Context: an optimization exercise on an open-source flow, tuned for small area. The choices shown serve that exercise and are no tape-out recipe.
Only simulation tests tie the RTL to the original design; equivalence was not proved.
No activity file was given, so power comes from the tool's default toggle rates.

--- design/flow/run.sh ---
#!/bin/bash
# synth_recipe.tcl (not shown) runs the flow's synth.tcl, then flattens the netlist and writes it again
# the make line also repeats each setting of config.mk as NAME=value (left out here)
make -C /OpenROAD-flow-scripts/flow DESIGN_CONFIG=/design/flow/config.mk WORK_HOME=/design/flow/orfs CLKGATE_MAP_FILE= SYNTH_SCRIPT=/design/flow/synth_recipe.tcl finish
--- design/flow/config.mk ---
export PLATFORM = sky130hd
export DESIGN_NAME = archive_toc_keystream_xor_core
export DESIGN_NICKNAME = archive_toc_keystream_xor_core
export VERILOG_FILES = /design/flow/design.v
export SDC_FILE = /design/flow/constraint.sdc
export NUM_CORES = 4
export LEC_CHECK = 0
export CAP_MARGIN = 20
export CORE_MARGIN = 2
export CORE_UTILIZATION = 40
export SLEW_MARGIN = 20
export SYNTH_HIERARCHICAL = 1
--- design/flow/constraint.sdc ---
create_clock -name core_clock -period 25.0 [get_ports {i_clk}]
set_input_delay 5.0000 -clock core_clock [delete_from_list [all_inputs] [get_ports {i_clk}]]
set_output_delay 5.0000 -clock core_clock [all_outputs]
set_load 0.01 [all_outputs]
--- design/flow/design.v ---
`timescale 1ns / 1ps
package atkx_pkg;
    localparam int PHASE_MOD  = 29;
    localparam int CFG_IDX_W  = 3;
    localparam int CFG_DATA_W = 64;
    localparam int START_W    = 32;
endpackage
module atkx_fa (
    input  logic a,
    input  logic b,
    input  logic c,
    output logic s,
    output logic co
);
    assign s  = a ^ b ^ c;
    assign co = (a & b) | (a & c) | (b & c);
endmodule
module atkx_ha (
    input  logic a,
    input  logic b,
    output logic s,
    output logic co
);
    assign s  = a ^ b;
    assign co = a & b;
endmodule
module atkx_aoi222 (
    input  logic a1,
    input  logic a2,
    input  logic b1,
    input  logic b2,
    input  logic c1,
    input  logic c2,
    output logic y
);
    assign y = ~((a1 & a2) | (b1 & b2) | (c1 & c2));
endmodule
module atkx_aoi22 (
    input  logic a1,
    input  logic a2,
    input  logic b1,
    input  logic b2,
    output logic y
);
    assign y = ~((a1 & a2) | (b1 & b2));
endmodule
module atkx_mod29 (
    input  logic [31:0] i_v,
    output logic [4:0]  o_r
);
    logic m_w1;
    logic m_w2;
    atkx_fa u_m_w1 (.a(i_v[0]), .b(~i_v[14]), .c(i_v[28]), .s(m_w1), .co(m_w2));
    logic m_w3;
    logic m_w4;
    atkx_fa u_m_w3 (.a(i_v[1]), .b(~i_v[15]), .c(i_v[29]), .s(m_w3), .co(m_w4));
    logic m_w5;
    logic m_w6;
    atkx_ha u_m_w5 (.a(m_w2), .b(m_w3), .s(m_w5), .co(m_w6));
    logic m_w7;
    logic m_w8;
    atkx_fa u_m_w7 (.a(i_v[2]), .b(~i_v[16]), .c(i_v[30]), .s(m_w7), .co(m_w8));
    logic m_w9;
    logic m_w10;
    atkx_fa u_m_w9 (.a(m_w4), .b(m_w6), .c(m_w7), .s(m_w9), .co(m_w10));
    logic m_w11;
    logic m_w12;
    atkx_fa u_m_w11 (.a(i_v[3]), .b(~i_v[17]), .c(i_v[31]), .s(m_w11), .co(m_w12));
    logic m_w13;
    logic m_w14;
    atkx_fa u_m_w13 (.a(m_w8), .b(m_w10), .c(m_w11), .s(m_w13), .co(m_w14));
    logic m_w15;
    logic m_w16;
    atkx_fa u_m_w15 (.a(i_v[4]), .b(~i_v[18]), .c(m_w12), .s(m_w15), .co(m_w16));
    logic m_w17;
    logic m_w18;
    atkx_ha u_m_w17 (.a(m_w14), .b(m_w15), .s(m_w17), .co(m_w18));
    logic m_w19;
    logic m_w20;
    atkx_fa u_m_w19 (.a(i_v[5]), .b(~i_v[19]), .c(m_w16), .s(m_w19), .co(m_w20));
    logic m_w21;
    logic m_w22;
    atkx_ha u_m_w21 (.a(m_w18), .b(m_w19), .s(m_w21), .co(m_w22));
    logic m_w23;
    logic m_w24;
    atkx_fa u_m_w23 (.a(i_v[6]), .b(~i_v[20]), .c(m_w20), .s(m_w23), .co(m_w24));
    logic m_w25;
    logic m_w26;
    atkx_ha u_m_w25 (.a(m_w22), .b(m_w23), .s(m_w25), .co(m_w26));
    logic m_w27;
    logic m_w28;
    atkx_fa u_m_w27 (.a(i_v[7]), .b(~i_v[21]), .c(m_w24), .s(m_w27), .co(m_w28));
    logic m_w29;
    logic m_w30;
    atkx_ha u_m_w29 (.a(m_w26), .b(m_w27), .s(m_w29), .co(m_w30));
    logic m_w31;
    logic m_w32;
    atkx_fa u_m_w31 (.a(i_v[8]), .b(~i_v[22]), .c(m_w28), .s(m_w31), .co(m_w32));
    logic m_w33;
    logic m_w34;
    atkx_ha u_m_w33 (.a(m_w30), .b(m_w31), .s(m_w33), .co(m_w34));
    logic m_w35;
    logic m_w36;
    atkx_fa u_m_w35 (.a(i_v[9]), .b(~i_v[23]), .c(m_w32), .s(m_w35), .co(m_w36));
    logic m_w37;
    logic m_w38;
    atkx_ha u_m_w37 (.a(m_w34), .b(m_w35), .s(m_w37), .co(m_w38));
    logic m_w39;
    logic m_w40;
    atkx_fa u_m_w39 (.a(i_v[10]), .b(~i_v[24]), .c(m_w36), .s(m_w39), .co(m_w40));
    logic m_w41;
    logic m_w42;
    atkx_ha u_m_w41 (.a(m_w38), .b(m_w39), .s(m_w41), .co(m_w42));
    logic m_w43;
    logic m_w44;
    atkx_fa u_m_w43 (.a(i_v[11]), .b(~i_v[25]), .c(m_w40), .s(m_w43), .co(m_w44));
    logic m_w45;
    logic m_w46;
    atkx_ha u_m_w45 (.a(m_w42), .b(m_w43), .s(m_w45), .co(m_w46));
    logic m_w47;
    logic m_w48;
    atkx_fa u_m_w47 (.a(i_v[12]), .b(~i_v[26]), .c(m_w44), .s(m_w47), .co(m_w48));
    logic m_w49;
    logic m_w50;
    atkx_ha u_m_w49 (.a(m_w46), .b(m_w47), .s(m_w49), .co(m_w50));
    logic m_w51;
    logic m_w52;
    atkx_fa u_m_w51 (.a(i_v[13]), .b(~i_v[27]), .c(m_w48), .s(m_w51), .co(m_w52));
    logic m_w53;
    logic m_w54;
    atkx_ha u_m_w53 (.a(m_w50), .b(m_w51), .s(m_w53), .co(m_w54));
    logic m_w55;
    assign m_w55 = m_w52 ^ m_w54;
    logic m_w56;
    logic m_w57;
    atkx_fa u_m_w56 (.a(m_w1), .b(m_w21), .c(~m_w33), .s(m_w56), .co(m_w57));
    logic m_w58;
    logic m_w59;
    atkx_fa u_m_w58 (.a(m_w41), .b(~m_w45), .c(m_w49), .s(m_w58), .co(m_w59));
    logic m_w60;
    logic m_w61;
    atkx_fa u_m_w60 (.a(~m_w55), .b(m_w56), .c(m_w58), .s(m_w60), .co(m_w61));
    logic m_w62;
    logic m_w63;
    atkx_fa u_m_w62 (.a(m_w5), .b(m_w21), .c(m_w25), .s(m_w62), .co(m_w63));
    logic m_w64;
    logic m_w65;
    atkx_fa u_m_w64 (.a(~m_w37), .b(~m_w45), .c(m_w49), .s(m_w64), .co(m_w65));
    logic m_w66;
    logic m_w67;
    atkx_fa u_m_w66 (.a(m_w53), .b(m_w57), .c(m_w59), .s(m_w66), .co(m_w67));
    logic m_w68;
    logic m_w69;
    atkx_fa u_m_w68 (.a(m_w61), .b(m_w62), .c(m_w64), .s(m_w68), .co(m_w69));
    logic m_w70;
    logic m_w71;
    atkx_ha u_m_w70 (.a(m_w66), .b(m_w68), .s(m_w70), .co(m_w71));
    logic m_w72;
    logic m_w73;
    atkx_fa u_m_w72 (.a(m_w9), .b(m_w25), .c(m_w29), .s(m_w72), .co(m_w73));
    logic m_w74;
    logic m_w75;
    atkx_fa u_m_w74 (.a(~m_w33), .b(m_w49), .c(m_w53), .s(m_w74), .co(m_w75));
    logic m_w76;
    logic m_w77;
    atkx_fa u_m_w76 (.a(m_w63), .b(m_w65), .c(m_w67), .s(m_w76), .co(m_w77));
    logic m_w78;
    logic m_w79;
    atkx_fa u_m_w78 (.a(m_w69), .b(m_w71), .c(m_w72), .s(m_w78), .co(m_w79));
    logic m_w80;
    logic m_w81;
    atkx_fa u_m_w80 (.a(m_w74), .b(m_w76), .c(m_w78), .s(m_w80), .co(m_w81));
    logic m_w82;
    assign m_w82 = ~m_w80;
    logic m_w83;
    logic m_w84;
    atkx_fa u_m_w83 (.a(m_w13), .b(m_w29), .c(~m_w37), .s(m_w83), .co(m_w84));
    logic m_w85;
    logic m_w86;
    atkx_fa u_m_w85 (.a(m_w41), .b(~m_w45), .c(m_w53), .s(m_w85), .co(m_w86));
    logic m_w87;
    logic m_w88;
    atkx_fa u_m_w87 (.a(m_w73), .b(m_w75), .c(m_w77), .s(m_w87), .co(m_w88));
    logic m_w89;
    logic m_w90;
    atkx_fa u_m_w89 (.a(m_w79), .b(m_w81), .c(m_w80), .s(m_w89), .co(m_w90));
    logic m_w91;
    logic m_w92;
    atkx_fa u_m_w91 (.a(m_w83), .b(m_w85), .c(m_w87), .s(m_w91), .co(m_w92));
    logic m_w93;
    logic m_w94;
    atkx_ha u_m_w93 (.a(m_w89), .b(m_w91), .s(m_w93), .co(m_w94));
    logic m_w95;
    logic m_w96;
    atkx_fa u_m_w95 (.a(m_w17), .b(m_w84), .c(m_w86), .s(m_w95), .co(m_w96));
    logic m_w97;
    logic m_w98;
    atkx_fa u_m_w97 (.a(m_w88), .b(m_w90), .c(m_w92), .s(m_w97), .co(m_w98));
    logic m_w99;
    logic m_w100;
    atkx_fa u_m_w99 (.a(m_w94), .b(m_w95), .c(m_w97), .s(m_w99), .co(m_w100));
    logic m_w101;
    logic m_w102;
    atkx_fa u_m_w101 (.a(m_w96), .b(m_w98), .c(m_w100), .s(m_w101), .co(m_w102));
    logic m_w103;
    assign m_w103 = m_w102;
    logic m_w104;
    logic m_w105;
    atkx_ha u_m_w104 (.a(m_w60), .b(m_w101), .s(m_w104), .co(m_w105));
    logic m_w106;
    logic m_w107;
    atkx_fa u_m_w106 (.a(m_w70), .b(m_w101), .c(m_w103), .s(m_w106), .co(m_w107));
    logic m_w108;
    logic m_w109;
    atkx_ha u_m_w108 (.a(m_w105), .b(m_w106), .s(m_w108), .co(m_w109));
    logic m_w110;
    logic m_w111;
    atkx_fa u_m_w110 (.a(m_w82), .b(m_w103), .c(m_w107), .s(m_w110), .co(m_w111));
    logic m_w112;
    logic m_w113;
    atkx_ha u_m_w112 (.a(m_w109), .b(m_w110), .s(m_w112), .co(m_w113));
    logic m_w114;
    logic m_w115;
    atkx_fa u_m_w114 (.a(m_w93), .b(m_w111), .c(m_w113), .s(m_w114), .co(m_w115));
    logic m_w116;
    logic m_w117;
    atkx_ha u_m_w116 (.a(m_w99), .b(m_w115), .s(m_w116), .co(m_w117));
    logic m_w118;
    assign m_w118 = m_w117;
    logic m_w119;
    logic m_w120;
    atkx_ha u_m_w119 (.a(m_w104), .b(m_w118), .s(m_w119), .co(m_w120));
    logic m_w121;
    logic m_w122;
    atkx_fa u_m_w121 (.a(m_w108), .b(m_w118), .c(m_w120), .s(m_w121), .co(m_w122));
    logic m_w123;
    logic m_w124;
    atkx_ha u_m_w123 (.a(m_w112), .b(m_w122), .s(m_w123), .co(m_w124));
    logic m_w125;
    logic m_w126;
    atkx_ha u_m_w125 (.a(m_w114), .b(m_w124), .s(m_w125), .co(m_w126));
    logic m_w127;
    assign m_w127 = m_w116 ^ m_w126;
    assign o_r[0] = m_w119;
    assign o_r[1] = m_w121;
    assign o_r[2] = m_w123;
    assign o_r[3] = m_w125;
    assign o_r[4] = m_w127;
endmodule
`timescale 1ns / 1ps
module atkx_idx (
    input  logic       i_run_start,
    input  logic       i_start_v,
    input  logic [7:0] i_start_low,
    input  logic [4:0] i_start_ph,
    input  logic       i_pos_v,
    input  logic [7:0] i_index_low,
    input  logic [4:0] i_phase,
    output logic [7:0] o_idx,
    output logic [4:0] o_ph,
    output logic [7:0] o_n_idx,
    output logic [4:0] o_n_ph
);
    logic       sel_start;
    logic       sel_cur;
    logic [7:0] cy;
    logic [4:0] ph_inc;
    logic [4:0] cp;
    assign sel_start = i_run_start && i_start_v;
    assign sel_cur   = !i_run_start && i_pos_v;
    assign o_idx = ({8{sel_start}} & i_start_low) | ({8{sel_cur}} & i_index_low);
    assign o_ph  = ({5{sel_start}} & i_start_ph)  | ({5{sel_cur}} & i_phase);
    always_comb begin
        cy[0] = 1'b1;
        for (int k = 1; k < 8; k++) begin
            cy[k] = cy[k-1] & o_idx[k-1];
        end
        cp[0] = 1'b1;
        for (int k = 1; k < 5; k++) begin
            cp[k] = cp[k-1] & o_ph[k-1];
        end
    end
    assign o_n_idx = o_idx ^ cy;
    assign ph_inc  = o_ph ^ cp;
    assign o_n_ph  = (&o_ph[4:2]) ? {3'b000, o_ph[1:0]} : ph_inc;
endmodule
`timescale 1ns / 1ps
module atkx_dec32 (
    input  logic [4:0]  i_addr,
    input  logic [3:0]  i_vld,
    output logic [31:0] o_sel
);
    logic [3:0] w;
    logic [7:0] b;
    always_comb begin
        for (int i = 0; i < 4; i++) begin
            w[i] = (i_addr[4:3] == 2'(i)) && i_vld[i];
        end
        for (int i = 0; i < 8; i++) begin
            b[i] = (i_addr[2:0] == 3'(i));
        end
        for (int i = 0; i < 32; i++) begin
            o_sel[i] = w[i / 8] && b[i % 8];
        end
    end
endmodule
module atkx_dec29 (
    input  logic [4:0]  i_addr,
    input  logic [3:0]  i_vld,
    output logic [28:0] o_sel
);
    logic [31:0] d;
    always_comb begin
        for (int i = 0; i < 32; i++) begin
            d[i] = (i_addr == 5'(i)) && i_vld[(i % 29) / 8];
        end
        for (int i = 0; i < 29; i++) begin
            o_sel[i] = (i < 3) ? (d[i] || d[i + 29]) : d[i];
        end
    end
endmodule
module atkx_or32 (
    input  logic [31:0] i_sel,
    input  logic [31:0] i_d,
    output logic        o_y
);
    logic [10:0] t;
    for (genvar j = 0; j < 10; j++) begin : g_t
        atkx_aoi222 u_aoi (
            .a1 (i_sel[3*j]),   .a2 (i_d[3*j]),
            .b1 (i_sel[3*j+1]), .b2 (i_d[3*j+1]),
            .c1 (i_sel[3*j+2]), .c2 (i_d[3*j+2]),
            .y  (t[j])
        );
    end
    atkx_aoi22 u_aoi_last (
        .a1 (i_sel[30]), .a2 (i_d[30]),
        .b1 (i_sel[31]), .b2 (i_d[31]),
        .y  (t[10])
    );
    assign o_y = ~&t;
endmodule
module atkx_or29 (
    input  logic [28:0] i_sel,
    input  logic [28:0] i_d,
    output logic        o_y
);
    logic [9:0] t;
    for (genvar j = 0; j < 9; j++) begin : g_t
        atkx_aoi222 u_aoi (
            .a1 (i_sel[3*j]),   .a2 (i_d[3*j]),
            .b1 (i_sel[3*j+1]), .b2 (i_d[3*j+1]),
            .c1 (i_sel[3*j+2]), .c2 (i_d[3*j+2]),
            .y  (t[j])
        );
    end
    atkx_aoi22 u_aoi_last (
        .a1 (i_sel[27]), .a2 (i_d[27]),
        .b1 (i_sel[28]), .b2 (i_d[28]),
        .y  (t[9])
    );
    assign o_y = ~&t;
endmodule
module atkx_key (
    input  logic [255:0] i_key,
    input  logic [3:0]   i_vld,
    input  logic [4:0]   i_addr_a,
    input  logic [4:0]   i_addr_b,
    output logic [7:0]   o_byte_a,
    output logic [7:0]   o_byte_b
);
    logic [31:0] sel_a;
    logic [28:0] sel_b;
    atkx_dec32 u_dec_a (.i_addr(i_addr_a), .i_vld(i_vld), .o_sel(sel_a));
    atkx_dec29 u_dec_b (.i_addr(i_addr_b), .i_vld(i_vld), .o_sel(sel_b));
    for (genvar b = 0; b < 8; b++) begin : g_bit
        logic [31:0] col;
        for (genvar i = 0; i < 32; i++) begin : g_col
            assign col[i] = i_key[8*i + b];
        end
        atkx_or32 u_or_a (.i_sel(sel_a), .i_d(col),       .o_y(o_byte_a[b]));
        atkx_or29 u_or_b (.i_sel(sel_b), .i_d(col[28:0]), .o_y(o_byte_b[b]));
    end
endmodule
`timescale 1ns / 1ps
module atkx_ks (
    input  logic [7:0] i_idx,
    input  logic [7:0] i_key_a,
    input  logic [7:0] i_key_b,
    input  logic [7:0] i_data,
    output logic [7:0] o_data
);
    logic pp_0_0;
    assign pp_0_0 = i_key_a[0] & i_key_b[0];
    logic pp_0_1;
    assign pp_0_1 = i_key_a[0] & i_key_b[1];
    logic pp_0_2;
    assign pp_0_2 = i_key_a[0] & i_key_b[2];
    logic pp_0_3;
    assign pp_0_3 = i_key_a[0] & i_key_b[3];
    logic pp_0_4;
    assign pp_0_4 = i_key_a[0] & i_key_b[4];
    logic pp_0_5;
    assign pp_0_5 = i_key_a[0] & i_key_b[5];
    logic pp_0_6;
    assign pp_0_6 = i_key_a[0] & i_key_b[6];
    logic pp_0_7;
    assign pp_0_7 = i_key_a[0] & i_key_b[7];
    logic pp_1_0;
    assign pp_1_0 = i_key_a[1] & i_key_b[0];
    logic pp_1_1;
    assign pp_1_1 = i_key_a[1] & i_key_b[1];
    logic pp_1_2;
    assign pp_1_2 = i_key_a[1] & i_key_b[2];
    logic pp_1_3;
    assign pp_1_3 = i_key_a[1] & i_key_b[3];
    logic pp_1_4;
    assign pp_1_4 = i_key_a[1] & i_key_b[4];
    logic pp_1_5;
    assign pp_1_5 = i_key_a[1] & i_key_b[5];
    logic pp_1_6;
    assign pp_1_6 = i_key_a[1] & i_key_b[6];
    logic pp_2_0;
    assign pp_2_0 = i_key_a[2] & i_key_b[0];
    logic pp_2_1;
    assign pp_2_1 = i_key_a[2] & i_key_b[1];
    logic pp_2_2;
    assign pp_2_2 = i_key_a[2] & i_key_b[2];
    logic pp_2_3;
    assign pp_2_3 = i_key_a[2] & i_key_b[3];
    logic pp_2_4;
    assign pp_2_4 = i_key_a[2] & i_key_b[4];
    logic pp_2_5;
    assign pp_2_5 = i_key_a[2] & i_key_b[5];
    logic pp_3_0;
    assign pp_3_0 = i_key_a[3] & i_key_b[0];
    logic pp_3_1;
    assign pp_3_1 = i_key_a[3] & i_key_b[1];
    logic pp_3_2;
    assign pp_3_2 = i_key_a[3] & i_key_b[2];
    logic pp_3_3;
    assign pp_3_3 = i_key_a[3] & i_key_b[3];
    logic pp_3_4;
    assign pp_3_4 = i_key_a[3] & i_key_b[4];
    logic pp_4_0;
    assign pp_4_0 = i_key_a[4] & i_key_b[0];
    logic pp_4_1;
    assign pp_4_1 = i_key_a[4] & i_key_b[1];
    logic pp_4_2;
    assign pp_4_2 = i_key_a[4] & i_key_b[2];
    logic pp_4_3;
    assign pp_4_3 = i_key_a[4] & i_key_b[3];
    logic pp_5_0;
    assign pp_5_0 = i_key_a[5] & i_key_b[0];
    logic pp_5_1;
    assign pp_5_1 = i_key_a[5] & i_key_b[1];
    logic pp_5_2;
    assign pp_5_2 = i_key_a[5] & i_key_b[2];
    logic pp_6_0;
    assign pp_6_0 = i_key_a[6] & i_key_b[0];
    logic pp_6_1;
    assign pp_6_1 = i_key_a[6] & i_key_b[1];
    logic pp_7_0;
    assign pp_7_0 = i_key_a[7] & i_key_b[0];
    logic k_w1;
    logic k_w2;
    atkx_ha u_k_w1 (.a(pp_0_0), .b(i_idx[0]), .s(k_w1), .co(k_w2));
    logic k_w3;
    logic k_w4;
    atkx_fa u_k_w3 (.a(pp_0_1), .b(pp_1_0), .c(i_idx[1]), .s(k_w3), .co(k_w4));
    logic k_w5;
    logic k_w6;
    atkx_ha u_k_w5 (.a(k_w2), .b(k_w3), .s(k_w5), .co(k_w6));
    logic k_w7;
    logic k_w8;
    atkx_fa u_k_w7 (.a(pp_0_2), .b(pp_1_1), .c(pp_2_0), .s(k_w7), .co(k_w8));
    logic k_w9;
    logic k_w10;
    atkx_fa u_k_w9 (.a(i_idx[2]), .b(k_w4), .c(k_w6), .s(k_w9), .co(k_w10));
    logic k_w11;
    logic k_w12;
    atkx_ha u_k_w11 (.a(k_w7), .b(k_w9), .s(k_w11), .co(k_w12));
    logic k_w13;
    logic k_w14;
    atkx_fa u_k_w13 (.a(pp_0_3), .b(pp_1_2), .c(pp_2_1), .s(k_w13), .co(k_w14));
    logic k_w15;
    logic k_w16;
    atkx_fa u_k_w15 (.a(pp_3_0), .b(i_idx[3]), .c(k_w8), .s(k_w15), .co(k_w16));
    logic k_w17;
    logic k_w18;
    atkx_fa u_k_w17 (.a(k_w10), .b(k_w12), .c(k_w13), .s(k_w17), .co(k_w18));
    logic k_w19;
    logic k_w20;
    atkx_ha u_k_w19 (.a(k_w15), .b(k_w17), .s(k_w19), .co(k_w20));
    logic k_w21;
    logic k_w22;
    atkx_fa u_k_w21 (.a(pp_0_4), .b(pp_1_3), .c(pp_2_2), .s(k_w21), .co(k_w22));
    logic k_w23;
    logic k_w24;
    atkx_fa u_k_w23 (.a(pp_3_1), .b(pp_4_0), .c(i_idx[4]), .s(k_w23), .co(k_w24));
    logic k_w25;
    logic k_w26;
    atkx_fa u_k_w25 (.a(k_w14), .b(k_w16), .c(k_w18), .s(k_w25), .co(k_w26));
    logic k_w27;
    logic k_w28;
    atkx_fa u_k_w27 (.a(k_w20), .b(k_w21), .c(k_w23), .s(k_w27), .co(k_w28));
    logic k_w29;
    logic k_w30;
    atkx_ha u_k_w29 (.a(k_w25), .b(k_w27), .s(k_w29), .co(k_w30));
    logic k_w31;
    logic k_w32;
    atkx_fa u_k_w31 (.a(pp_0_5), .b(pp_1_4), .c(pp_2_3), .s(k_w31), .co(k_w32));
    logic k_w33;
    logic k_w34;
    atkx_fa u_k_w33 (.a(pp_3_2), .b(pp_4_1), .c(pp_5_0), .s(k_w33), .co(k_w34));
    logic k_w35;
    logic k_w36;
    atkx_fa u_k_w35 (.a(i_idx[5]), .b(k_w22), .c(k_w24), .s(k_w35), .co(k_w36));
    logic k_w37;
    logic k_w38;
    atkx_fa u_k_w37 (.a(k_w26), .b(k_w28), .c(k_w30), .s(k_w37), .co(k_w38));
    logic k_w39;
    logic k_w40;
    atkx_fa u_k_w39 (.a(k_w31), .b(k_w33), .c(k_w35), .s(k_w39), .co(k_w40));
    logic k_w41;
    logic k_w42;
    atkx_ha u_k_w41 (.a(k_w37), .b(k_w39), .s(k_w41), .co(k_w42));
    logic k_w43;
    logic k_w44;
    atkx_fa u_k_w43 (.a(pp_0_6), .b(pp_1_5), .c(pp_2_4), .s(k_w43), .co(k_w44));
    logic k_w45;
    logic k_w46;
    atkx_fa u_k_w45 (.a(pp_3_3), .b(pp_4_2), .c(pp_5_1), .s(k_w45), .co(k_w46));
    logic k_w47;
    logic k_w48;
    atkx_fa u_k_w47 (.a(pp_6_0), .b(i_idx[6]), .c(k_w32), .s(k_w47), .co(k_w48));
    logic k_w49;
    logic k_w50;
    atkx_fa u_k_w49 (.a(k_w34), .b(k_w36), .c(k_w38), .s(k_w49), .co(k_w50));
    logic k_w51;
    logic k_w52;
    atkx_fa u_k_w51 (.a(k_w40), .b(k_w42), .c(k_w43), .s(k_w51), .co(k_w52));
    logic k_w53;
    logic k_w54;
    atkx_fa u_k_w53 (.a(k_w45), .b(k_w47), .c(k_w49), .s(k_w53), .co(k_w54));
    logic k_w55;
    logic k_w56;
    atkx_ha u_k_w55 (.a(k_w51), .b(k_w53), .s(k_w55), .co(k_w56));
    logic k_w57;
    assign k_w57 = pp_0_7 ^ pp_1_6 ^ pp_2_5 ^ pp_3_4 ^ pp_4_3 ^ pp_5_2 ^ pp_6_1 ^ pp_7_0 ^ i_idx[7] ^ k_w44 ^ k_w46 ^ k_w48 ^ k_w50 ^ k_w52 ^ k_w54 ^ k_w56;
    assign o_data[0] = i_data[0] ^ k_w1;
    assign o_data[1] = i_data[1] ^ k_w5;
    assign o_data[2] = i_data[2] ^ k_w11;
    assign o_data[3] = i_data[3] ^ k_w19;
    assign o_data[4] = i_data[4] ^ k_w29;
    assign o_data[5] = i_data[5] ^ k_w41;
    assign o_data[6] = i_data[6] ^ k_w55;
    assign o_data[7] = i_data[7] ^ k_w57;
endmodule
`timescale 1ns / 1ps
module archive_toc_keystream_xor_core (
    input  logic                            i_clk,
    input  logic                            i_rst_n,
    input  logic                            i_in_valid,
    output logic                            o_in_ready,
    input  logic [7:0]                      i_in_data,
    input  logic                            i_in_run_start,
    input  logic                            i_in_last,
    output logic                            o_out_valid,
    input  logic                            i_out_ready,
    output logic [7:0]                      o_out_data,
    output logic                            o_out_last,
    input  logic                            i_cfg_we,
    input  logic [atkx_pkg::CFG_IDX_W-1:0]  i_cfg_idx,
    input  logic [atkx_pkg::CFG_DATA_W-1:0] i_cfg_data
);
    logic s2_ready;
    logic s1_go;
    logic in_ready;
    logic in_acc;
    logic we_start;
    logic [3:0] we_key;
    logic [255:0] r_key;
    logic [3:0]   r_key_v;
    logic [7:0]   r_start_low;
    logic [4:0]   r_start_ph;
    logic         r_start_v;
    logic [7:0]   r_index_low;
    logic [4:0]   r_phase;
    logic         r_pos_v;
    logic         r_s1_v;
    logic [7:0]   r_s1_data;
    logic         r_s1_last;
    logic         r_s2_v;
    logic [7:0]   r_s2_data;
    logic         r_s2_last;
    logic [4:0]   start_ph;
    logic [7:0]   pos_idx;
    logic [4:0]   pos_ph;
    logic [7:0]   n_idx;
    logic [4:0]   n_ph;
    logic [7:0]   key_a;
    logic [7:0]   key_b;
    logic [7:0]   enc;
    assign s2_ready = !r_s2_v || i_out_ready;
    assign s1_go    = r_s1_v && s2_ready;
    assign in_ready = !r_s1_v || s2_ready;
    assign in_acc   = i_in_valid && in_ready;
    assign o_in_ready  = in_ready;
    assign o_out_valid = r_s2_v;
    assign o_out_data  = r_s2_data;
    assign o_out_last  = r_s2_last;
    assign we_start = i_cfg_we && i_cfg_idx == 3'd4;
    always_comb begin
        for (int w = 0; w < 4; w++) begin
            we_key[w] = i_cfg_we && i_cfg_idx == 3'(w);
        end
    end
    atkx_mod29 u_mod29 (
        .i_v (i_cfg_data[atkx_pkg::START_W-1:0]),
        .o_r (start_ph)
    );
    atkx_idx u_idx (
        .i_run_start (i_in_run_start),
        .i_start_v   (r_start_v),
        .i_start_low (r_start_low),
        .i_start_ph  (r_start_ph),
        .i_pos_v     (r_pos_v),
        .i_index_low (r_index_low),
        .i_phase     (r_phase),
        .o_idx       (pos_idx),
        .o_ph        (pos_ph),
        .o_n_idx     (n_idx),
        .o_n_ph      (n_ph)
    );
    atkx_key u_key (
        .i_key    (r_key),
        .i_vld    (r_key_v),
        .i_addr_a (pos_idx[4:0]),
        .i_addr_b (pos_ph),
        .o_byte_a (key_a),
        .o_byte_b (key_b)
    );
    atkx_ks u_ks (
        .i_idx   (pos_idx),
        .i_key_a (key_a),
        .i_key_b (key_b),
        .i_data  (i_in_data),
        .o_data  (enc)
    );
    always_ff @(posedge i_clk) begin
        if (!i_rst_n) begin
            r_key_v   <= '0;
            r_start_v <= 1'b0;
            r_pos_v   <= 1'b0;
            r_s1_v    <= 1'b0;
            r_s2_v    <= 1'b0;
        end else begin
            r_key_v <= r_key_v | we_key;
            if (we_start) begin
                r_start_v <= 1'b1;
            end
            if (in_acc) begin
                r_pos_v <= 1'b1;
            end
            if (in_acc) begin
                r_s1_v <= 1'b1;
            end else if (s1_go) begin
                r_s1_v <= 1'b0;
            end
            if (s1_go) begin
                r_s2_v <= 1'b1;
            end else if (i_out_ready) begin
                r_s2_v <= 1'b0;
            end
        end
    end
    always_ff @(posedge i_clk) begin
        for (int w = 0; w < 4; w++) begin
            if (we_key[w]) begin
                r_key[64*w +: 64] <= i_cfg_data;
            end
        end
        if (we_start) begin
            r_start_low <= i_cfg_data[7:0];
            r_start_ph  <= start_ph;
        end
        if (in_acc) begin
            r_index_low <= n_idx;
            r_phase     <= n_ph;
        end
        if (in_ready) begin
            r_s1_data <= enc;
            r_s1_last <= i_in_last;
        end
        if (s2_ready) begin
            r_s2_data <= r_s1_data;
            r_s2_last <= r_s1_last;
        end
    end
endmodule
==> impl_metrics.yaml, run 1 <==
sta:
  fmax_mhz: 59.2
  rsz0062_at_grt: "no"
  setup_viol: 0
  whs_ps: 416
  post-route-min-period_ps: 16900
  worstMarginPinSlew_ps: 1030
  hold_viol_final: 0
  maxSlewViolCount: 0
  relSlewSlack: 0.314
  fin_skew_ps: 27.8
  post-route-period-util: 0.676
  tns_ps: 0
route:
  dr.pass1.iters: 9
  wl_per_cell_um: 30.3
  drc: 0
  drt_iter0_markers: 1931
  vias_per_cell: 6.55
  vias: 10000
  detail-route-antenna-nets: 0
  wl_um: 46500
cts:
  cts_tree: "built"
  clock-sinks: 308
  clock_latency_ps: 530
  holdBufCountCts: 0
  post_cts_buffers: 0
  clockRootBuffer: "clkbuf_16"
  ctsResizeCount: 0
  cts_buffers: 34
  cts_htree_levels: 2
  clock_path_buffers: 3
  path_clk_slew_ps: 60
global_routing:
  antenna_found_initial: 1
  grt.busiest_layer: "met2"
  overflow: 0
  grtUsageMet3: 0.0457
  track_usage: 0.242
  met1_usage: 0.320
  use_met2: 0.381
  grt_pass1_vias: 9886
  grt_start_max_net_pins: 66
  grt_first_pass_wirelength_um: 66000
synthesis:
  ys_seq_area_frac: 0.635
  yosys_most_used_dff: "edfxtp_1"
  synth_seq_cells: 308
  yosysUniqueCellTypes: 42
  ys_top_cells_by_count: "300 x edfxtp_1, 153 x a222oi_1, 62 x fa_1, 57 x nor2_1, 36 x ha_1"
  ys_warn_count: 10
  yosysTopAreaCellShare: 0.624
  netlist_instances: 889
  synth_top_cell_by_area: "edfxtp_1"
  syn-cell-area_mm2: 0.0144
  yosys-top-cells-area: "edfxtp_1 62%, a222oi_1 11%, fa_1 8.6%"
  synth_fp_nets: 1069
  avgSynthCellArea_um2: 16.2
  synth_async_sr_flop_share: 0
  synth_most_common_cell: "edfxtp_1"
  synth_edf_count: 300
final_layout:
  design_area_mm2: 0.0174
  nets: 1227
  diodes: 0
  area_growth_pct: 20.2
  regArea_mm2: 0.00917
  stdcell_count: 1533
  multi_input_area_mm2: 0.00513
  nFillCells: 3082
  drive_gt1_frac: 0.115
run:
  drv_cap: 0
floorplan:
  core_area_mm2: 0.0356
  fp-row-count: 69
  dieArea_mm2: 0.0376
  die_x_um: 194
  die_h_um: 194
  ios: 93
  start_util: 0.406
placed_design:
  dp_hpwl_um: 33200
  placed_cell_area_mm2: 0.0162
  gp_congestion: 1.03
  io_buffers: 92
  place_inst: 1472
pwr:
  p_leak_uw: 0.00607
  max-vdd-ir-drop_mv: 0.431
  total_power_uw: 2100
  p_per_area_mw_per_mm2: 121
critical_path:
  crit_fanout: 6
  startpoint_type: "primary input"
  worstSetupEndpointType: "flop"
  worstSetupPathType: "in -> reg"
  cp_data_required_time_ps: 25260
  crit_top_cell: "fa_1"
  critPathArrivalTime_ps: 17150
  critPathMaxStageDelay_ps: 620
  reg2reg_depth: 24
  slowest_stage: "clkdlybuf4s50_1"
min_path:
  min_path_type: "reg -> reg"
  hold_depth: 0
run_status:
  status: "finished clean"
## cell type report
class	instances	share of cell area
Clock inverter	22	0.0155
Multi-Input combinational cell	544	0.296
Clock buffer	39	0.0501
Sequential cell	308	0.528
Tap cell	461	0.0332
Timing Repair Buffer	136	0.0721
Inverter	23	0.00497
## worst paths after layout
check / startpoint / to / slack (ps)
worst min register to register: r_s1_data[3] / r_s2_data[3] / 420
worst max register to register: r_pos_v / r_s1_data[7] / 15850
worst min-delay path: r_s1_data[3] / r_s2_data[3] / 420
worst max-delay path: i_cfg_data[3] / r_start_ph[4] / 8100
## where the power goes
| group | switching (µW) | internal, µW | leakage (µW) |
|---|---|---|---|
| clock | 208 | 305 | 0.000546 |
| combinational | 459 | 418 | 0.00270 |
| sequential | 12.4 | 699 | 0.00283 |
## flip-flops by register name (all words and copies together), names as in the netlist
signal and cells:
r_index_low 8, r_key 256, r_key_v 4, r_phase 5, r_pos_v 1, r_s1_data 8, r_s1_last 1, r_s1_v 1
r_s2_data 8, r_s2_last 1, r_s2_v 1, r_start_low 8, r_start_ph 5, r_start_v 1
## placed cells by master, fill, tap and decap left out, drive strengths merged, types with 17 or more instances in the layout
cell type	n
edfxtp	300
and2	29
inv	25
nand3	24
nand4	33
clkbuf	39
nor2	57
a22oi	17
ha	36
fa	62
or3	17
buf	44
a222oi	153
nand2	33
clkdlybuf4s50	92
## logic make-up after synthesis
group / Yosys count / share of synthesized area
mux: 1 / 0.000780
simple gates: 227 / 0.0873
flops: 308 / 0.635
fa+ha+maj: 98 / 0.117
buf+inv: 37 / 0.0110
compound gates: 193 / 0.131
xor+xnor: 25 / 0.0181
## per-module statistics from Yosys (local to each module, per instance), excerpt
module	cells inside	cell area, µm²	flip-flops and latches
atkx_ks	57	434	0
atkx_dec29	47	253	0
atkx_aoi222	1	10.0	0
atkx_dec32	47	234	0
atkx_mod29	25	123	0
atkx_or32	4	23.8	0
atkx_ha	1	12.5	0
atkx_idx	63	397	0
archive_toc_keystream_xor_core	329	9330	308
atkx_fa	1	20.0	0
atkx_or29	4	22.5	0
atkx_aoi22	1	12.5	0
## per-layer routing
metal,vias up,wire [µm]
met2,715,21200
met5,-,0
met3,151,5100
li1,4149,-
met1,5025,17500
met4,0,2700
## worst max-delay path, delay by kind of cell
family | cells | cell delay, ps
xor gates and xnor gates | 1 | 150
adders and majority gates | 30 | 11390
buffers and inverters | 1 | 620
## through the flow
stage | setup WS [ps] | utilization
floorplan | 8500 | -
global placement | 7770 | 0.456
detailed placement | 7540 | 0.456
CTS | 8090 | 0.488
global route | 7640 | 0.488
finish | 8100 | 0.488
==> run 2, diff against run 1 <==
==> design/flow/flow/run.sh (new file) <==
#!/bin/bash
# The standard layout (the standard.sh, its synthesis unchanged) with two
# settings changed: ports are buffered with buf_1 instead of the larger
# default buffer, and the clock tree uses clkbuf_8 leaf clusters of up to 20
# sinks without dummy loads. The make output goes to flow.log; each ORFS
# step's own log is under orfs/logs.
set -euo pipefail
bash standard.sh \
  "BUFFER_PORTS_ARGS=-buffer_cell sky130_fd_sc_hd__buf_1" \
  "CTS_ARGS=-sink_clustering_enable -repair_clock_nets -dont_use_dummy_load -buf_list sky130_fd_sc_hd__clkbuf_8 -sink_clustering_size 20 -sink_clustering_max_diameter 60" \
  finish > flow.log 2>&1
==> design/flow/standard.sh (new file) <==
#!/bin/bash
# synth_recipe.tcl (not shown) runs the flow's synth.tcl, then flattens the netlist and writes it again
# the make line also repeats each setting of config.mk as NAME=value (left out here)
make -C /OpenROAD-flow-scripts/flow DESIGN_CONFIG=/design/flow/config.mk WORK_HOME=/design/flow/orfs CLKGATE_MAP_FILE= SYNTH_SCRIPT=/design/flow/synth_recipe.tcl "${@:-finish}"
removed: design/flow/run.sh
==> run 2 against run 1 <==
- design area fell by 8.0%
- sequential power barely moved
- critical path depth rose by 1
- combinational power fell by 1%
- non-clock buffer count fell by 2
- first-iteration DRC count rose by 6.1%
- global-route usage fell by 0.50 points
- count of clock-buffer cells in the layout fell by 14
- via count fell by 1.9%
- critical endpoint unchanged
- largest power group unchanged
- highest routed layer unchanged
==> impl_metrics.yaml, run 2 <==
final_layout:
  nets: 1216
  area_growth_pct: 10.6
  layout_commonest_cell: "edfxtp_1"
  drive_gt1_frac: 0.0919
  stdcell_count: 1495
  top_register: "r_key"
  largest_register_ffs: 256
  diodes: 0
  final_cell_mix: "300 x edfxtp_1, 153 x a222oi_1, 92 x buf_1"
pwr:
  p_leak_uw: 0.00545
  sw_frac_of_total: 0.346
  p_int_uw: 1190
  p_sw_uw: 630
  seqPwrFrac: 0.391
  max-vdd-ir-drop_mv: 0.340
  p_per_area_mw_per_mm2: 114
  total_power_uw: 1820
  clkPwrFrac: 0.134
  comb_power_share: 0.475
cts:
  clock_path_buffers: 3
  clockRootBuffer: "clkbuf_8"
  cts_buffers: 25
  clock_latency_ps: 610
  cts_htree_levels: 1
  cts_tree: "built"
  path_clk_slew_ps: 90
  clock-sinks: 308
  ctsResizeCount: 0
  holdBufCountCts: 0
  post_cts_buffers: 0
floorplan:
  fp-row-count: 69
  dieArea_mm2: 0.0376
  core_area_mm2: 0.0356
  start_util: 0.406
  die_h_um: 194
  ios: 93
  die_x_um: 194
placed_design:
  io_buffers: 92
  dp_hpwl_um: 33400
  place_inst: 1469
  gp_congestion: 0.974
synthesis:
  synth_most_common_cell: "edfxtp_1"
  ys_seq_area_frac: 0.635
  yosys-top-cells-area: "edfxtp_1 62%, a222oi_1 11%, fa_1 8.6%"
  yosysTopAreaCellShare: 0.624
  ys_warn_count: 10
  yosys_most_used_dff: "edfxtp_1"
  netlist_instances: 889
  ys_top_cells_by_count: "300 x edfxtp_1, 153 x a222oi_1, 62 x fa_1, 57 x nor2_1, 36 x ha_1"
  synth_edf_count: 300
  synth_top_cell_by_area: "edfxtp_1"
  synth_fp_nets: 1069
  syn-cell-area_mm2: 0.0144
  avgSynthCellArea_um2: 16.2
  yosysUniqueCellTypes: 42
  synth_seq_cells: 308
  synth_async_sr_flop_share: 0
critical_path:
  worstSetupPathType: "in -> reg"
  startpoint_type: "primary input"
  r2r_slack_ps: 15730
  r2r-start: "r_pos_v"
  crit_fanout: 5
  reg2reg_depth: 24
  crit_top_cell: "fa_1"
  critPathArrivalTime_ps: 16800
  cp_data_required_time_ps: 25320
  worst-path-buf-inv: 2
  worstSetupEndpointType: "flop"
  cp_top_family: "adder cells"
  slowest_stage: "fa_1"
  r2r_end: "r_s1_data[7]"
  critPathMaxStageDelay_ps: 520
  timing.critical_path.from: "i_cfg_data[17]"
sta:
  fin_skew_ps: 53.6
  maxSlewViolCount: 0
  setup_viol: 0
  relSlewSlack: 0.268
  hold_viol_final: 0
  fmax_mhz: 60.7
  post-route-period-util: 0.659
  tns_ps: 0
  worstMarginPinSlew_ps: 1090
  rsz0062_at_grt: "no"
  post-route-min-period_ps: 16480
route:
  wl_um: 46000
  drt_iter0_markers: 2048
  dr.pass1.iters: 10
  drc: 0
  wl_per_cell_um: 30.7
  vias_per_cell: 6.59
  detail-route-antenna-nets: 0
  vias: 9845
min_path:
  whs_endpoint: "r_s2_data[4]"
  min_path_type: "reg -> reg"
  hold_depth: 0
  worstHoldStart: "r_s1_data[4]"
global_routing:
  grt_start_max_net_pins: 66
  antenna_found_initial: 0
  overflow: 0
  grt_first_pass_wirelength_um: 64500
  grt_pass1_vias: 9449
  track_usage: 0.237
run_status:
  status: "finished clean"
run:
  drv_cap: 0
==> run 2: metrics by stage <==
stage / area (µm²) / setup WS, ps / utilization / hold WS (ps)
2_1_floorplan: 14400 / 8500 / - / 400
3_3_place_gp: 15600 / 8120 / 0.439 / 401
3_5_place_dp: 15600 / 7880 / 0.439 / 410
4_1_cts: 16000 / 8500 / 0.449 / 402
5_1_grt: 16000 / 8120 / 0.449 / 407
6_report: 16000 / 8520 / 0.449 / 405
==> run 2: how the worst max path moves through the flow <==
stage | to | slack, ps | cells past startpoint
after global routing | r_start_ph[4] | 8120 | 33
after floorplan | r_start_ph[4] | 8500 | 33
after CTS | r_start_ph[4] | 8500 | 33
after detailed placement | r_start_ph[4] | 7880 | 33
after global placement | r_start_ph[4] | 8120 | 33
final | r_start_ph[4] | 8520 | 33
==> run 2: logic make-up after synthesis <==
kind of cell             Yosys count  share of synthesized area
multiplexers                       1                   0.000780
XOR/XNOR                          25                     0.0181
flip-flops                       308                      0.635
buffers and inverters             37                     0.0110
adder cells (fa/ha/maj)           98                      0.117
AO/OA/AOI/OAI                    193                      0.131
AND/OR/NAND/NOR                  227                     0.0873
==> run 2: power groups by stage <==
| stage | registers (µW) | clock network, µW | logic, µW |
|---|---|---|---|
| after floorplan | 720 | 0 | 1080 |
| after global placement | 722 | 0 | 825 |
| after detailed placement | 722 | 0 | 867 |
| after CTS | 710 | 249 | 887 |
| after global routing | 712 | 267 | 1030 |
| final | 710 | 244 | 864 |
==> run 2: per-module statistics from Yosys, one instance, submodules excluded, excerpt <==
module / cells inside / times used / cell area, µm²
atkx_or29: 4 / 8 / 22.5
atkx_aoi22: 1 / 16 / 12.5
atkx_ha: 1 / 27 / 12.5
atkx_fa: 1 / 62 / 20.0
atkx_mod29: 25 / 1 / 123
archive_toc_keystream_xor_core: 329 / 1 / 9330
atkx_dec29: 47 / 1 / 253
==> run 2: metal layers <==
metal	track usage	wire length, µm
met3	0.0417	4820
met2	0.377	21300
met4	0.108	2590
met5	0	0
met1	0.317	17300
==> run 2: cell type report <==
cell class / instances / area, µm²
multi-input combinational: 544 / 5130
inverter: 23 / 86.3
timing repair buffer: 134 / 658
tap: 461 / 577
sequential: 308 / 9170
fill: 3192 / 19600
clock buffer: 25 / 344
==> run 2: worst register-to-register path: cells and delay by family (launching register included) <==
kind                       cells  cell delay, ps
and+or+nand+nor                6            2170
xor gates and xnor gates       4             880
AOI/OAI and AO/OA              2            1120
adders and majority gates     12            4170
DFF                            1             670
==> run 3, diff against run 2 <==
--- a/design/flow/design.v
+++ b/design/flow/design.v
@@ -45,4 +45,13 @@
     assign y = ~((a1 & a2) | (b1 & b2));
 endmodule
+module atkx_ao22 (
+    input  logic a1,
+    input  logic a2,
+    input  logic b1,
+    input  logic b2,
+    output logic y
+);
+    assign y = (a1 & a2) | (b1 & b2);
+endmodule
 module atkx_mod29 (
     input  logic [31:0] i_v,
@@ -51,200 +60,169 @@
     logic m_w1;
     logic m_w2;
-    atkx_fa u_m_w1 (.a(i_v[0]), .b(~i_v[14]), .c(i_v[28]), .s(m_w1), .co(m_w2));
+    atkx_ha u_m_w1 (.a(i_v[0]), .b(~i_v[14]), .s(m_w1), .co(m_w2));
     logic m_w3;
     logic m_w4;
-    atkx_fa u_m_w3 (.a(i_v[1]), .b(~i_v[15]), .c(i_v[29]), .s(m_w3), .co(m_w4));
+    atkx_fa u_m_w3 (.a(i_v[1]), .b(~i_v[15]), .c(m_w2), .s(m_w3), .co(m_w4));
     logic m_w5;
     logic m_w6;
-    atkx_ha u_m_w5 (.a(m_w2), .b(m_w3), .s(m_w5), .co(m_w6));
+    atkx_fa u_m_w5 (.a(i_v[2]), .b(~i_v[16]), .c(m_w4), .s(m_w5), .co(m_w6));
     logic m_w7;
     logic m_w8;
-    atkx_fa u_m_w7 (.a(i_v[2]), .b(~i_v[16]), .c(i_v[30]), .s(m_w7), .co(m_w8));
+    atkx_fa u_m_w7 (.a(i_v[3]), .b(~i_v[17]), .c(m_w6), .s(m_w7), .co(m_w8));
     logic m_w9;
     logic m_w10;
-    atkx_fa u_m_w9 (.a(m_w4), .b(m_w6), .c(m_w7), .s(m_w9), .co(m_w10));
+    atkx_fa u_m_w9 (.a(i_v[4]), .b(~i_v[18]), .c(m_w8), .s(m_w9), .co(m_w10));
     logic m_w11;
     logic m_w12;
-    atkx_fa u_m_w11 (.a(i_v[3]), .b(~i_v[17]), .c(i_v[31]), .s(m_w11), .co(m_w12));
+    atkx_fa u_m_w11 (.a(i_v[5]), .b(~i_v[19]), .c(m_w10), .s(m_w11), .co(m_w12));
     logic m_w13;
     logic m_w14;
-    atkx_fa u_m_w13 (.a(m_w8), .b(m_w10), .c(m_w11), .s(m_w13), .co(m_w14));
+    atkx_fa u_m_w13 (.a(i_v[6]), .b(~i_v[20]), .c(m_w12), .s(m_w13), .co(m_w14));
     logic m_w15;
     logic m_w16;
-    atkx_fa u_m_w15 (.a(i_v[4]), .b(~i_v[18]), .c(m_w12), .s(m_w15), .co(m_w16));
+    atkx_fa u_m_w15 (.a(i_v[7]), .b(~i_v[21]), .c(m_w14), .s(m_w15), .co(m_w16));
     logic m_w17;
     logic m_w18;
-    atkx_ha u_m_w17 (.a(m_w14), .b(m_w15), .s(m_w17), .co(m_w18));
+    atkx_fa u_m_w17 (.a(i_v[8]), .b(~i_v[22]), .c(m_w16), .s(m_w17), .co(m_w18));
     logic m_w19;
     logic m_w20;
-    atkx_fa u_m_w19 (.a(i_v[5]), .b(~i_v[19]), .c(m_w16), .s(m_w19), .co(m_w20));
+    atkx_fa u_m_w19 (.a(i_v[9]), .b(~i_v[23]), .c(m_w18), .s(m_w19), .co(m_w20));
     logic m_w21;
     logic m_w22;
-    atkx_ha u_m_w21 (.a(m_w18), .b(m_w19), .s(m_w21), .co(m_w22));
+    atkx_fa u_m_w21 (.a(i_v[10]), .b(~i_v[24]), .c(m_w20), .s(m_w21), .co(m_w22));
     logic m_w23;
     logic m_w24;
-    atkx_fa u_m_w23 (.a(i_v[6]), .b(~i_v[20]), .c(m_w20), .s(m_w23), .co(m_w24));
+    atkx_fa u_m_w23 (.a(i_v[11]), .b(~i_v[25]), .c(m_w22), .s(m_w23), .co(m_w24));
     logic m_w25;
     logic m_w26;
-    atkx_ha u_m_w25 (.a(m_w22), .b(m_w23), .s(m_w25), .co(m_w26));
+    atkx_fa u_m_w25 (.a(i_v[12]), .b(~i_v[26]), .c(m_w24), .s(m_w25), .co(m_w26));
     logic m_w27;
     logic m_w28;
-    atkx_fa u_m_w27 (.a(i_v[7]), .b(~i_v[21]), .c(m_w24), .s(m_w27), .co(m_w28));
+    atkx_fa u_m_w27 (.a(i_v[13]), .b(~i_v[27]), .c(m_w26), .s(m_w27), .co(m_w28));
     logic m_w29;
+    assign m_w29 = m_w28;
     logic m_w30;
-    atkx_ha u_m_w29 (.a(m_w26), .b(m_w27), .s(m_w29), .co(m_w30));
     logic m_w31;
+    atkx_fa u_m_w30 (.a(m_w1), .b(m_w11), .c(~m_w17), .s(m_w30), .co(m_w31));
     logic m_w32;
-    atkx_fa u_m_w31 (.a(i_v[8]), .b(~i_v[22]), .c(m_w28), .s(m_w31), .co(m_w32));
     logic m_w33;
+    atkx_fa u_m_w32 (.a(~m_w29), .b(i_v[28]), .c(m_w30), .s(m_w32), .co(m_w33));
     logic m_w34;
-    atkx_ha u_m_w33 (.a(m_w30), .b(m_w31), .s(m_w33), .co(m_w34));
     logic m_w35;
+    atkx_fa u_m_w34 (.a(m_w3), .b(m_w11), .c(m_w13), .s(m_w34), .co(m_w35));
     logic m_w36;
-    atkx_fa u_m_w35 (.a(i_v[9]), .b(~i_v[23]), .c(m_w32), .s(m_w35), .co(m_w36));
     logic m_w37;
+    atkx_fa u_m_w36 (.a(~m_w19), .b(m_w23), .c(~m_w25), .s(m_w36), .co(m_w37));
     logic m_w38;
-    atkx_ha u_m_w37 (.a(m_w34), .b(m_w35), .s(m_w37), .co(m_w38));
     logic m_w39;
+    atkx_fa u_m_w38 (.a(m_w27), .b(i_v[29]), .c(m_w31), .s(m_w38), .co(m_w39));
     logic m_w40;
-    atkx_fa u_m_w39 (.a(i_v[10]), .b(~i_v[24]), .c(m_w36), .s(m_w39), .co(m_w40));
     logic m_w41;
+    atkx_fa u_m_w40 (.a(m_w33), .b(m_w34), .c(m_w36), .s(m_w40), .co(m_w41));
     logic m_w42;
-    atkx_ha u_m_w41 (.a(m_w38), .b(m_w39), .s(m_w41), .co(m_w42));
     logic m_w43;
+    assign m_w42 = ~(m_w38 ^ m_w40);
+    assign m_w43 = m_w38 | m_w40;
     logic m_w44;
-    atkx_fa u_m_w43 (.a(i_v[11]), .b(~i_v[25]), .c(m_w40), .s(m_w43), .co(m_w44));
     logic m_w45;
+    atkx_fa u_m_w44 (.a(m_w5), .b(m_w13), .c(m_w15), .s(m_w44), .co(m_w45));
     logic m_w46;
-    atkx_ha u_m_w45 (.a(m_w42), .b(m_w43), .s(m_w45), .co(m_w46));
     logic m_w47;
+    atkx_fa u_m_w46 (.a(~m_w17), .b(~m_w21), .c(~m_w25), .s(m_w46), .co(m_w47));
     logic m_w48;
-    atkx_fa u_m_w47 (.a(i_v[12]), .b(~i_v[26]), .c(m_w44), .s(m_w47), .co(m_w48));
     logic m_w49;
+    atkx_fa u_m_w48 (.a(m_w27), .b(i_v[30]), .c(m_w35), .s(m_w48), .co(m_w49));
     logic m_w50;
-    atkx_ha u_m_w49 (.a(m_w46), .b(m_w47), .s(m_w49), .co(m_w50));
     logic m_w51;
+    atkx_fa u_m_w50 (.a(m_w37), .b(m_w39), .c(m_w41), .s(m_w50), .co(m_w51));
     logic m_w52;
-    atkx_fa u_m_w51 (.a(i_v[13]), .b(~i_v[27]), .c(m_w48), .s(m_w51), .co(m_w52));
     logic m_w53;
+    atkx_fa u_m_w52 (.a(m_w43), .b(m_w44), .c(m_w46), .s(m_w52), .co(m_w53));
     logic m_w54;
-    atkx_ha u_m_w53 (.a(m_w50), .b(m_w51), .s(m_w53), .co(m_w54));
     logic m_w55;
-    assign m_w55 = m_w52 ^ m_w54;
+    atkx_fa u_m_w54 (.a(m_w48), .b(m_w50), .c(m_w52), .s(m_w54), .co(m_w55));
     logic m_w56;
     logic m_w57;
-    atkx_fa u_m_w56 (.a(m_w1), .b(m_w21), .c(~m_w33), .s(m_w56), .co(m_w57));
+    atkx_fa u_m_w56 (.a(m_w7), .b(m_w15), .c(~m_w19), .s(m_w56), .co(m_w57));
     logic m_w58;
     logic m_w59;
-    atkx_fa u_m_w58 (.a(m_w41), .b(~m_w45), .c(m_w49), .s(m_w58), .co(m_w59));
+    atkx_fa u_m_w58 (.a(m_w27), .b(i_v[31]), .c(m_w45), .s(m_w58), .co(m_w59));
     logic m_w60;
     logic m_w61;
-    atkx_fa u_m_w60 (.a(~m_w55), .b(m_w56), .c(m_w58), .s(m_w60), .co(m_w61));
+    atkx_fa u_m_w60 (.a(m_w47), .b(m_w49), .c(m_w51), .s(m_w60), .co(m_w61));
     logic m_w62;
     logic m_w63;
-    atkx_fa u_m_w62 (.a(m_w5), .b(m_w21), .c(m_w25), .s(m_w62), .co(m_w63));
+    atkx_fa u_m_w62 (.a(m_w53), .b(m_w55), .c(m_w56), .s(m_w62), .co(m_w63));
     logic m_w64;
     logic m_w65;
-    atkx_fa u_m_w64 (.a(~m_w37), .b(~m_w45), .c(m_w49), .s(m_w64), .co(m_w65));
+    atkx_fa u_m_w64 (.a(m_w58), .b(m_w60), .c(m_w62), .s(m_w64), .co(m_w65));
     logic m_w66;
     logic m_w67;
-    atkx_fa u_m_w66 (.a(m_w53), .b(m_w57), .c(m_w59), .s(m_w66), .co(m_w67));
+    atkx_fa u_m_w66 (.a(m_w9), .b(~m_w21), .c(m_w23), .s(m_w66), .co(m_w67));
     logic m_w68;
     logic m_w69;
-    atkx_fa u_m_w68 (.a(m_w61), .b(m_w62), .c(m_w64), .s(m_w68), .co(m_w69));
+    atkx_fa u_m_w68 (.a(~m_w25), .b(m_w57), .c(m_w59), .s(m_w68), .co(m_w69));
     logic m_w70;
     logic m_w71;
-    atkx_ha u_m_w70 (.a(m_w66), .b(m_w68), .s(m_w70), .co(m_w71));
+    atkx_fa u_m_w70 (.a(m_w61), .b(m_w63), .c(m_w65), .s(m_w70), .co(m_w71));
     logic m_w72;
     logic m_w73;
-    atkx_fa u_m_w72 (.a(m_w9), .b(m_w25), .c(m_w29), .s(m_w72), .co(m_w73));
+    atkx_fa u_m_w72 (.a(m_w66), .b(m_w68), .c(m_w70), .s(m_w72), .co(m_w73));
     logic m_w74;
     logic m_w75;
-    atkx_fa u_m_w74 (.a(~m_w33), .b(m_w49), .c(m_w53), .s(m_w74), .co(m_w75));
+    atkx_fa u_m_w74 (.a(m_w67), .b(m_w69), .c(m_w71), .s(m_w74), .co(m_w75));
     logic m_w76;
     logic m_w77;
-    atkx_fa u_m_w76 (.a(m_w63), .b(m_w65), .c(m_w67), .s(m_w76), .co(m_w77));
+    atkx_ha u_m_w76 (.a(m_w73), .b(m_w74), .s(m_w76), .co(m_w77));
     logic m_w78;
     logic m_w79;
-    atkx_fa u_m_w78 (.a(m_w69), .b(m_w71), .c(m_w72), .s(m_w78), .co(m_w79));
+    atkx_ha u_m_w78 (.a(m_w75), .b(m_w77), .s(m_w78), .co(m_w79));
     logic m_w80;
+    assign m_w80 = m_w79;
     logic m_w81;
-    atkx_fa u_m_w80 (.a(m_w74), .b(m_w76), .c(m_w78), .s(m_w80), .co(m_w81));
     logic m_w82;
-    assign m_w82 = ~m_w80;
+    atkx_ha u_m_w81 (.a(m_w32), .b(m_w76), .s(m_w81), .co(m_w82));
     logic m_w83;
     logic m_w84;
-    atkx_fa u_m_w83 (.a(m_w13), .b(m_w29), .c(~m_w37), .s(m_w83), .co(m_w84));
+    atkx_fa u_m_w83 (.a(m_w42), .b(m_w76), .c(m_w78), .s(m_w83), .co(m_w84));
     logic m_w85;
     logic m_w86;
-    atkx_fa u_m_w85 (.a(m_w41), .b(~m_w45), .c(m_w53), .s(m_w85), .co(m_w86));
+    atkx_ha u_m_w85 (.a(m_w82), .b(m_w83), .s(m_w85), .co(m_w86));
     logic m_w87;
     logic m_w88;
-    atkx_fa u_m_w87 (.a(m_w73), .b(m_w75), .c(m_w77), .s(m_w87), .co(m_w88));
+    atkx_fa u_m_w87 (.a(m_w54), .b(m_w78), .c(m_w80), .s(m_w87), .co(m_w88));
     logic m_w89;
     logic m_w90;
-    atkx_fa u_m_w89 (.a(m_w79), .b(m_w81), .c(m_w80), .s(m_w89), .co(m_w90));
+    atkx_fa u_m_w89 (.a(m_w84), .b(m_w86), .c(m_w87), .s(m_w89), .co(m_w90));
     logic m_w91;
     logic m_w92;
-    atkx_fa u_m_w91 (.a(m_w83), .b(m_w85), .c(m_w87), .s(m_w91), .co(m_w92));
+    atkx_fa u_m_w91 (.a(m_w64), .b(m_w80), .c(m_w88), .s(m_w91), .co(m_w92));
     logic m_w93;
     logic m_w94;
-    atkx_ha u_m_w93 (.a(m_w89), .b(m_w91), .s(m_w93), .co(m_w94));
+    atkx_ha u_m_w93 (.a(m_w90), .b(m_w91), .s(m_w93), .co(m_w94));
     logic m_w95;
     logic m_w96;
-    atkx_fa u_m_w95 (.a(m_w17), .b(m_w84), .c(m_w86), .s(m_w95), .co(m_w96));
+    atkx_fa u_m_w95 (.a(m_w72), .b(m_w92), .c(m_w94), .s(m_w95), .co(m_w96));
     logic m_w97;
+    assign m_w97 = m_w96;
     logic m_w98;
-    atkx_fa u_m_w97 (.a(m_w88), .b(m_w90), .c(m_w92), .s(m_w97), .co(m_w98));
     logic m_w99;
+    atkx_ha u_m_w98 (.a(m_w81), .b(m_w97), .s(m_w98), .co(m_w99));
     logic m_w100;
-    atkx_fa u_m_w99 (.a(m_w94), .b(m_w95), .c(m_w97), .s(m_w99), .co(m_w100));
     logic m_w101;
+    atkx_fa u_m_w100 (.a(m_w85), .b(m_w97), .c(m_w99), .s(m_w100), .co(m_w101));
     logic m_w102;
-    atkx_fa u_m_w101 (.a(m_w96), .b(m_w98), .c(m_w100), .s(m_w101), .co(m_w102));
     logic m_w103;
-    assign m_w103 = m_w102;
+    atkx_ha u_m_w102 (.a(m_w89), .b(m_w101), .s(m_w102), .co(m_w103));
     logic m_w104;
     logic m_w105;
-    atkx_ha u_m_w104 (.a(m_w60), .b(m_w101), .s(m_w104), .co(m_w105));
+    atkx_ha u_m_w104 (.a(m_w93), .b(m_w103), .s(m_w104), .co(m_w105));
     logic m_w106;
-    logic m_w107;
-    atkx_fa u_m_w106 (.a(m_w70), .b(m_w101), .c(m_w103), .s(m_w106), .co(m_w107));
-    logic m_w108;
-    logic m_w109;
-    atkx_ha u_m_w108 (.a(m_w105), .b(m_w106), .s(m_w108), .co(m_w109));
-    logic m_w110;
-    logic m_w111;
-    atkx_fa u_m_w110 (.a(m_w82), .b(m_w103), .c(m_w107), .s(m_w110), .co(m_w111));
-    logic m_w112;
-    logic m_w113;
-    atkx_ha u_m_w112 (.a(m_w109), .b(m_w110), .s(m_w112), .co(m_w113));
-    logic m_w114;
-    logic m_w115;
-    atkx_fa u_m_w114 (.a(m_w93), .b(m_w111), .c(m_w113), .s(m_w114), .co(m_w115));
-    logic m_w116;
-    logic m_w117;
-    atkx_ha u_m_w116 (.a(m_w99), .b(m_w115), .s(m_w116), .co(m_w117));
-    logic m_w118;
-    assign m_w118 = m_w117;
-    logic m_w119;
-    logic m_w120;
-    atkx_ha u_m_w119 (.a(m_w104), .b(m_w118), .s(m_w119), .co(m_w120));
-    logic m_w121;
-    logic m_w122;
-    atkx_fa u_m_w121 (.a(m_w108), .b(m_w118), .c(m_w120), .s(m_w121), .co(m_w122));
-    logic m_w123;
-    logic m_w124;
-    atkx_ha u_m_w123 (.a(m_w112), .b(m_w122), .s(m_w123), .co(m_w124));
-    logic m_w125;
-    logic m_w126;
-    atkx_ha u_m_w125 (.a(m_w114), .b(m_w124), .s(m_w125), .co(m_w126));
-    logic m_w127;
-    assign m_w127 = m_w116 ^ m_w126;
-    assign o_r[0] = m_w119;
-    assign o_r[1] = m_w121;
-    assign o_r[2] = m_w123;
-    assign o_r[3] = m_w125;
-    assign o_r[4] = m_w127;
+    assign m_w106 = m_w95 ^ m_w105;
+    assign o_r[0] = m_w98;
+    assign o_r[1] = m_w100;
+    assign o_r[2] = m_w102;
+    assign o_r[3] = m_w104;
+    assign o_r[4] = m_w106;
 endmodule
 `timescale 1ns / 1ps
@@ -269,6 +247,18 @@
     assign sel_start = i_run_start && i_start_v;
     assign sel_cur   = !i_run_start && i_pos_v;
-    assign o_idx = ({8{sel_start}} & i_start_low) | ({8{sel_cur}} & i_index_low);
-    assign o_ph  = ({5{sel_start}} & i_start_ph)  | ({5{sel_cur}} & i_phase);
+    for (genvar k = 0; k < 8; k++) begin : g_idx
+        atkx_ao22 u_sel (
+            .a1 (sel_start), .a2 (i_start_low[k]),
+            .b1 (sel_cur),   .b2 (i_index_low[k]),
+            .y  (o_idx[k])
+        );
+    end
+    for (genvar k = 0; k < 5; k++) begin : g_ph
+        atkx_ao22 u_sel (
+            .a1 (sel_start), .a2 (i_start_ph[k]),
+            .b1 (sel_cur),   .b2 (i_phase[k]),
+            .y  (o_ph[k])
+        );
+    end
     always_comb begin
         cy[0] = 1'b1;
==> run 3 against run 2 <==
- fmax decreased by 4.6%
- still clean on timing, DRC and antenna
- highest routed layer unchanged
- clock power increased by 5%
- critical path type unchanged
- design area shrank 0.70%
==> impl_metrics.yaml, run 3 <==
critical_path:
  critPathMaxStageDelay_ps: 570
  r2r_slack_ps: 15810
  r2r_end: "r_s1_data[7]"
  startpoint_type: "primary input"
  critPathArrivalTime_ps: 17610
  cp_data_required_time_ps: 25340
  worstSetupPathType: "in -> reg"
  r2r-start: "r_pos_v"
  worstSetupEndpointType: "flop"
  slowest_stage: "fa_1"
floorplan:
  dieArea_mm2: 0.0371
  ios: 93
  die_h_um: 193
  die_x_um: 193
pwr:
  p_per_area_mw_per_mm2: 102
  max-vdd-ir-drop_mv: 0.256
  p_sw_uw: 524
  p_leak_uw: 0.00541
  total_power_uw: 1610
  seqPwrFrac: 0.425
  clkPwrFrac: 0.159
  comb_power_share: 0.416
  sw_frac_of_total: 0.325
sta:
  post-route-period-util: 0.691
  hold_viol_final: 0
  setup_viol: 0
  fmax_mhz: 57.9
  post-route-min-period_ps: 17270
  whs_ps: 401
cts:
  cts_tree: "built"
  path_clk_slew_ps: 90
  clockRootBuffer: "clkbuf_8"
  cts_htree_levels: 1
  clock_path_buffers: 3
  clock_latency_ps: 620
route:
  wl_um: 47900
  wl_per_cell_um: 32.6
  vias: 9754
  drt_iter0_markers: 1791
  drc: 0
  dr.pass1.iters: 7
final_layout:
  largest_register_ffs: 256
  nets: 1180
  area_growth_pct: 11.3
  top_register: "r_key"
  final_cell_mix: "300 x edfxtp_1, 152 x a222oi_1, 92 x buf_1"
  stdcell_count: 1469
  drive_gt1_frac: 0.104
synthesis:
  ys_seq_area_frac: 0.644
  synth_seq_cells: 308
  ys_warn_count: 10
  synth_async_sr_flop_share: 0
  avgSynthCellArea_um2: 16.7
  synth_fp_nets: 1023
  yosysUniqueCellTypes: 44
  yosys-top-cells-area: "edfxtp_1 63%, a222oi_1 11%, fa_1 8.7%"
  yosysTopAreaCellShare: 0.632
  ys_top_cells_by_count: "300 x edfxtp_1, 152 x a222oi_1, 62 x fa_1, 57 x nor2_1, 33 x nand4_1"
  synth_edf_count: 300
  synth_most_common_cell: "edfxtp_1"
placed_design:
  placed_cell_area_mm2: 0.0155
  gp_congestion: 0.981
  io_buffers: 92
min_path:
  min_path_type: "reg -> reg"
  worstHoldStart: "r_s1_data[3]"
  whs_endpoint: "r_s2_data[3]"
global_routing:
  grt_pass1_vias: 9516
  grt_first_pass_wirelength_um: 66200
  antenna_found_initial: 0
run_status:
  status: "finished clean"
run:
  drv_cap: 0
[run 3: cell types whose count changed after synthesis, moves of 2 or more]
cell,previous run,this run
nand3_1,24,10
a22o_1,0,13
nand2_1,32,19
o21ai_0,11,0
ha_1,36,26
inv_1,23,28
clkbuf_1,8,4
nand3b_1,5,2
and2_2,0,2
and2b_1,2,0
xnor2_1,10,8
[run 3: through the flow]
stage,setup slack [ps],utilization
floorplan,7810,-
global placement,7420,0.438
detailed placement,7130,0.438
CTS,7730,0.449
global route,7290,0.449
finish,7730,0.449
[run 3: logic make-up after synthesis]
group | count (synthesis) | share of synthesized area
AOI/OAI and AO/OA | 193 | 0.135
xor gates and xnor gates | 24 | 0.0177
adders and majority gates | 88 | 0.110
buffers and inverters | 38 | 0.0114
DFF | 308 | 0.644
muxes | 2 | 0.00184
and+or+nand+nor | 200 | 0.0802
[run 3: power groups by stage]
stage | registers (µW) | clock network, µW | logic [µW]
floorplan | 694 | 0 | 818
global placement | 696 | 0 | 611
detailed placement | 696 | 0 | 681
CTS | 685 | 262 | 692
global route | 687 | 280 | 782
finish | 685 | 257 | 670
[run 3: area by class of cell]
class | instances | area (µm²)
clock buffers | 28 | 385
fillers | 3106 | 19500
inverters | 28 | 105
multi-input cells | 507 | 4930
flip-flops and latches | 308 | 9170
well taps | 461 | 577
repair buffers | 137 | 683
[run 3: per-module statistics from Yosys (local to each module, per instance), excerpt]
module / flops+latches / cells / cell area, µm² / times used
atkx_ha: 0 / 1 / 12.5 / 16
atkx_idx: 0 / 20 / 203 / 1
atkx_aoi222: 0 / 1 / 10.0 / 152
atkx_ao22: 0 / 1 / 8.76 / 13
atkx_mod29: 0 / 30 / 145 / 1
atkx_dec29: 0 / 47 / 253 / 1
atkx_ks: 0 / 57 / 434 / 1
atkx_fa: 0 / 1 / 20.0 / 62
atkx_or29: 0 / 4 / 22.5 / 8
archive_toc_keystream_xor_core: 308 / 329 / 9330 / 1
atkx_dec32: 0 / 47 / 234 / 1
[run 3: critical path, delay by kind of cell]
family,cells,cell delay [ps]
adders and majority gates,33,12070
xor gates and xnor gates,1,150
buffers and inverters,4,410
[run 3: worst max path at each step]
stage / from / to / slack, ps
finish: i_cfg_data[14] / r_start_ph[4] / 7730
global route: i_cfg_data[14] / r_start_ph[4] / 7290
CTS: i_cfg_data[14] / r_start_ph[4] / 7730
detailed placement: i_cfg_data[14] / r_start_ph[4] / 7130
global placement: i_cfg_data[14] / r_start_ph[4] / 7420
floorplan: i_cfg_data[14] / r_start_ph[4] / 7810
[run 3: layer usage]
metal,wire length [µm],part of all wire,GRT usage,vias to the layer above
li1,-,-,-,3985
met1,18300,0.38,0.337,4946
met2,21600,0.45,0.403,681
met3,4940,0.10,0.0473,142
met4,3120,0.065,0.152,0
met5,0,0,0,-

[what the ideal ports hide]
In the flow no input, the clock included, has a driving cell. The finished layouts below were timed again as built, in two steps. Step 1 sets driving cells, clkbuf_16 on the clock port and buf_2 on the other inputs (assumed; they add their load-dependent delay and slew). Step 2 times the ports against the registers' clock, not the clock port: input delays grow and output delays shrink by t, the midpoint of the rising clock arrivals with the driver on. Three values: ideal ports, drivers, drivers and shift; two values: the first two.
run | t (ns) | setup WS [ns]
run 1 | 0.566 | 8.104 / 8.118 / 7.552
run 2 | 0.625 | 8.520 / 8.533 / 7.908
run 3 | 0.636 | 7.732 / 7.760 / 7.124
After both steps every run listed still meets setup and hold.
